What follows belongs to an exercise in optimizing a design on an open flow for a short achievable clock period and few clock cycles; a production flow would make more cautious choices. In this exercise RTL edits were held to simulation tests only and were not proved equivalent to the original. Power is estimated from default activity; no workload was simulated.

Setup of run A:
// grid_line_path_walker
module grid_line_path_walker #(
   parameter int COORD_BITS = 8
) (
   input  logic                  clock,
   input  logic                  reset,
   input  logic                  req_valid,
   output logic                  req_stall,
   input  logic                  req_command,
   input  logic [COORD_BITS-1:0] req_start_y,
   input  logic [COORD_BITS-1:0] req_start_x,
   input  logic [COORD_BITS-1:0] req_end_y,
   input  logic [COORD_BITS-1:0] req_end_x,
   input  logic                  req_pass_through,
   input  logic                  req_info_mode,
   input  logic                  req_stop_at_occupant,
   input  logic                  req_cell_projectable,
   input  logic                  req_cell_believed_wall,
   input  logic                  req_cell_occupied,
   output logic                  rsp_valid,
   input  logic                  rsp_stall,
   output logic [COORD_BITS-1:0] rsp_grid_y,
   output logic [COORD_BITS-1:0] rsp_grid_x,
   output logic                  rsp_grid_valid,
   output logic                  rsp_path_done,
   output logic [glpw_pkg::LEN_W-1:0] rsp_path_length,
   input  logic                  csr_psel,
   input  logic                  csr_penable,
   input  logic                  csr_pwrite,
   input  logic [glpw_pkg::CSR_ADDR_W-1:0] csr_paddr,
   input  logic [glpw_pkg::CSR_DATA_W-1:0] csr_pwdata,
   output logic [glpw_pkg::CSR_DATA_W-1:0] csr_prdata,
   output logic                  csr_pready
);
export LEC_CHECK = 0
export CAP_MARGIN = 20
export CORE_MARGIN = 2
export CORE_UTILIZATION = 40
export SLEW_MARGIN = 20
create_clock -name core_clock -period 10.5 [get_ports {clock}]
standard.sh (not shown) runs the stock make flow with config.mk's settings and CLKGATE_MAP_FILE= SYNTH_SCRIPT=/design/flow/synth_recipe.tcl, a recipe that flattens the netlist after the stock synthesis.
==> flow/flow/run.sh <==
#!/bin/bash
set -euo pipefail
bash standard.sh SETUP_SLACK_MARGIN=6.0 finish > orfs_make.log 2>&1
Run A: PASS, flow complete, no timing, DRC or antenna violations
Testbench counts of run A, summed over its fixed seeds: cycles 46,506.
Here is what was changed in the inputs of run B compared with run A.
==> flow/run.sh (new file) <==
#!/bin/bash
# synth_recipe.tcl (not shown) runs the flow's synth.tcl, then flattens the netlist and writes it again
# the make line also repeats each setting of config.mk as NAME=value (left out here)
make -C /OpenROAD-flow-scripts/flow DESIGN_CONFIG=/design/flow/config.mk WORK_HOME=/design/flow/orfs CLKGATE_MAP_FILE= SYNTH_SCRIPT=/design/flow/synth_recipe.tcl finish
removed: flow/flow/run.sh
removed: flow/standard.sh
### Flow results
Run B and run A all finish clean. On total routing resource utilization after global routing: between run B and run A, it ends up lower for run B. Re area used by multi-input combinational logic: run A was higher than run B. Re proportion of power drawn by combinational gates: run A was higher than run B. Run B against run A; wire length of the first global-routing pass is down by a few percent. Taking run A as the reference point, the critical path depth of run B falls by 2. Total vias in the final route: run B vs run A down 553.
### run B -> run C
==> flow/flow/run.sh (new file) <==
#!/bin/bash
set -euo pipefail
bash standard.sh SETUP_SLACK_MARGIN=6.6 finish > orfs_make.log 2>&1
==> flow/standard.sh (new file) <==
#!/bin/bash
# synth_recipe.tcl (not shown) runs the flow's synth.tcl, then flattens the netlist and writes it again
# the make line also repeats each setting of config.mk as NAME=value (left out here)
make -C /OpenROAD-flow-scripts/flow DESIGN_CONFIG=/design/flow/config.mk WORK_HOME=/design/flow/orfs CLKGATE_MAP_FILE= SYNTH_SCRIPT=/design/flow/synth_recipe.tcl "${@:-finish}"
removed: flow/run.sh
## What came out
Max net switching power of the design across run C and run B: run C
Compared with run B, run C shows power that has gone up by more than 10%.
Capture point of the critical path: rsp_grid_y[2] -> run B, rsp_grid_y[7] -> run C
Any difference in number of multi-input combinational cells in the layout between run C and run B is small enough to ignore.
On sequential share of layout area, the higher figure sits with run B, not run C.
Run C against run B: vias after detailed routing rose 984; first-pass GRT wire length rose 14%; cell leakage power rose 22%.
What run D does differently from run C at the input level:
Settings: SETUP_SLACK_MARGIN: unset -> 5.
==> flow/run.sh (new file) <==
#!/bin/bash
# synth_recipe.tcl (not shown) runs the flow's synth.tcl, then flattens the netlist and writes it again
# the make line also repeats each setting of config.mk as NAME=value (left out here)
make -C /OpenROAD-flow-scripts/flow DESIGN_CONFIG=/design/flow/config.mk WORK_HOME=/design/flow/orfs CLKGATE_MAP_FILE= SYNTH_SCRIPT=/design/flow/synth_recipe.tcl finish
removed: flow/flow/run.sh
removed: flow/standard.sh
### Flow results
- Relative to run C, number of signal-net buffers in the layout has decreased by 150 in run D.
- Re unique cell type count in the Yosys netlist: no difference whatsoever between run C and run D.
- Measured against each other, run C and run D differ in data arrival time of the worst path, the higher figure coming from run D.
- Delta (run D minus run C): via total after detailed routing went down, cell area went down, met1 routed wirelength after detailed routing went down.
- Per the comparison of run D with run C, clock buffer count went down; final clock period utilization by the worst path went up.

---

grid_line_path_walker, a different RTL version from the one above (not shown whole).
Size in the first run: ~1,500 cells after synthesis, roughly 180 flip-flops, ~140 I/O pins.
==> flow/config.mk <==
export PLATFORM = sky130hd
export DESIGN_NAME = grid_line_path_walker
export DESIGN_NICKNAME = grid_line_path_walker
export VERILOG_FILES = /design/flow/design.v
export SDC_FILE = /design/flow/constraint.sdc
export NUM_CORES = 4
export LEC_CHECK = 0
export CAP_MARGIN = 20
export CORE_MARGIN = 2
export CORE_UTILIZATION = 40
export SLEW_MARGIN = 20
==> flow/constraint.sdc <==
create_clock -name core_clock -period 10.5 [get_ports {clock}]
set_input_delay 2.1000 -clock core_clock [delete_from_list [all_inputs] [get_ports {clock}]]
set_output_delay 2.1000 -clock core_clock [all_outputs]
set_load 0.01 [all_outputs]
==> flow/flow/run.sh <==
#!/bin/bash
set -euo pipefail
bash standard.sh SETUP_SLACK_MARGIN=7.2 finish > orfs_make.log 2>&1
Testbench counts at the start, summed over its fixed seeds: cycles 46,506.
Edit:
==> flow/flow/run.sh (replaced) <==
#!/bin/bash
set -euo pipefail
bash standard.sh SETUP_SLACK_MARGIN=6.6 finish > orfs_make.log 2>&1
Outcome: Clock power decreases by 5.4%. Routed wire length decreases by 5.3%. Hold slack is better by 3.5 ps. Power decreases by 4.3%. Combinational power decreases by about 6%.

## what the ideal ports hide
How much do the figures lean on ideal ports? The routed layouts below were timed once more, with nothing changed but the port constraints.
Step 1: set_driving_cell puts a clkbuf_16 on clock and a buf_2 on each other input, an assumption about the parent block.
Step 2 moves the port delays by t, midway between the first and last clock arrival at a register: inputs arrive t later, outputs are due t later. That takes back most of the time a late clock gives input paths.
Slacks: no drivers / after step 1 / after step 2; pairs: no drivers / after step 1.
| run | t, ns | slack for setup (ns) | worst register clock-pin slew, ns |
|---|---|---|---|
| run A | 0.616 | 5.413 / 5.363 / 5.497 | 0.07 / 0.07 |
| run B | 0.603 | 3.655 / 3.608 / 4.211 | 0.07 / 0.07 |
| run C | 0.597 | 5.486 / 5.439 / 5.638 | 0.07 / 0.07 |
| run D | 0.603 | 5.022 / 4.976 / 4.679 | 0.06 / 0.06 |
| the first run of note 2 | 0.490 | 5.030 / 5.021 / 4.531 | 0.07 / 0.07 |
| the second run of note 2 | 0.488 | 5.079 / 5.066 / 4.577 | 0.09 / 0.09 |
After both steps setup and hold are still met in every run listed. The setup slack of the second run of note 2, which loses most, moves by -0.013 ns with the drivers and by -0.502 ns with both steps.
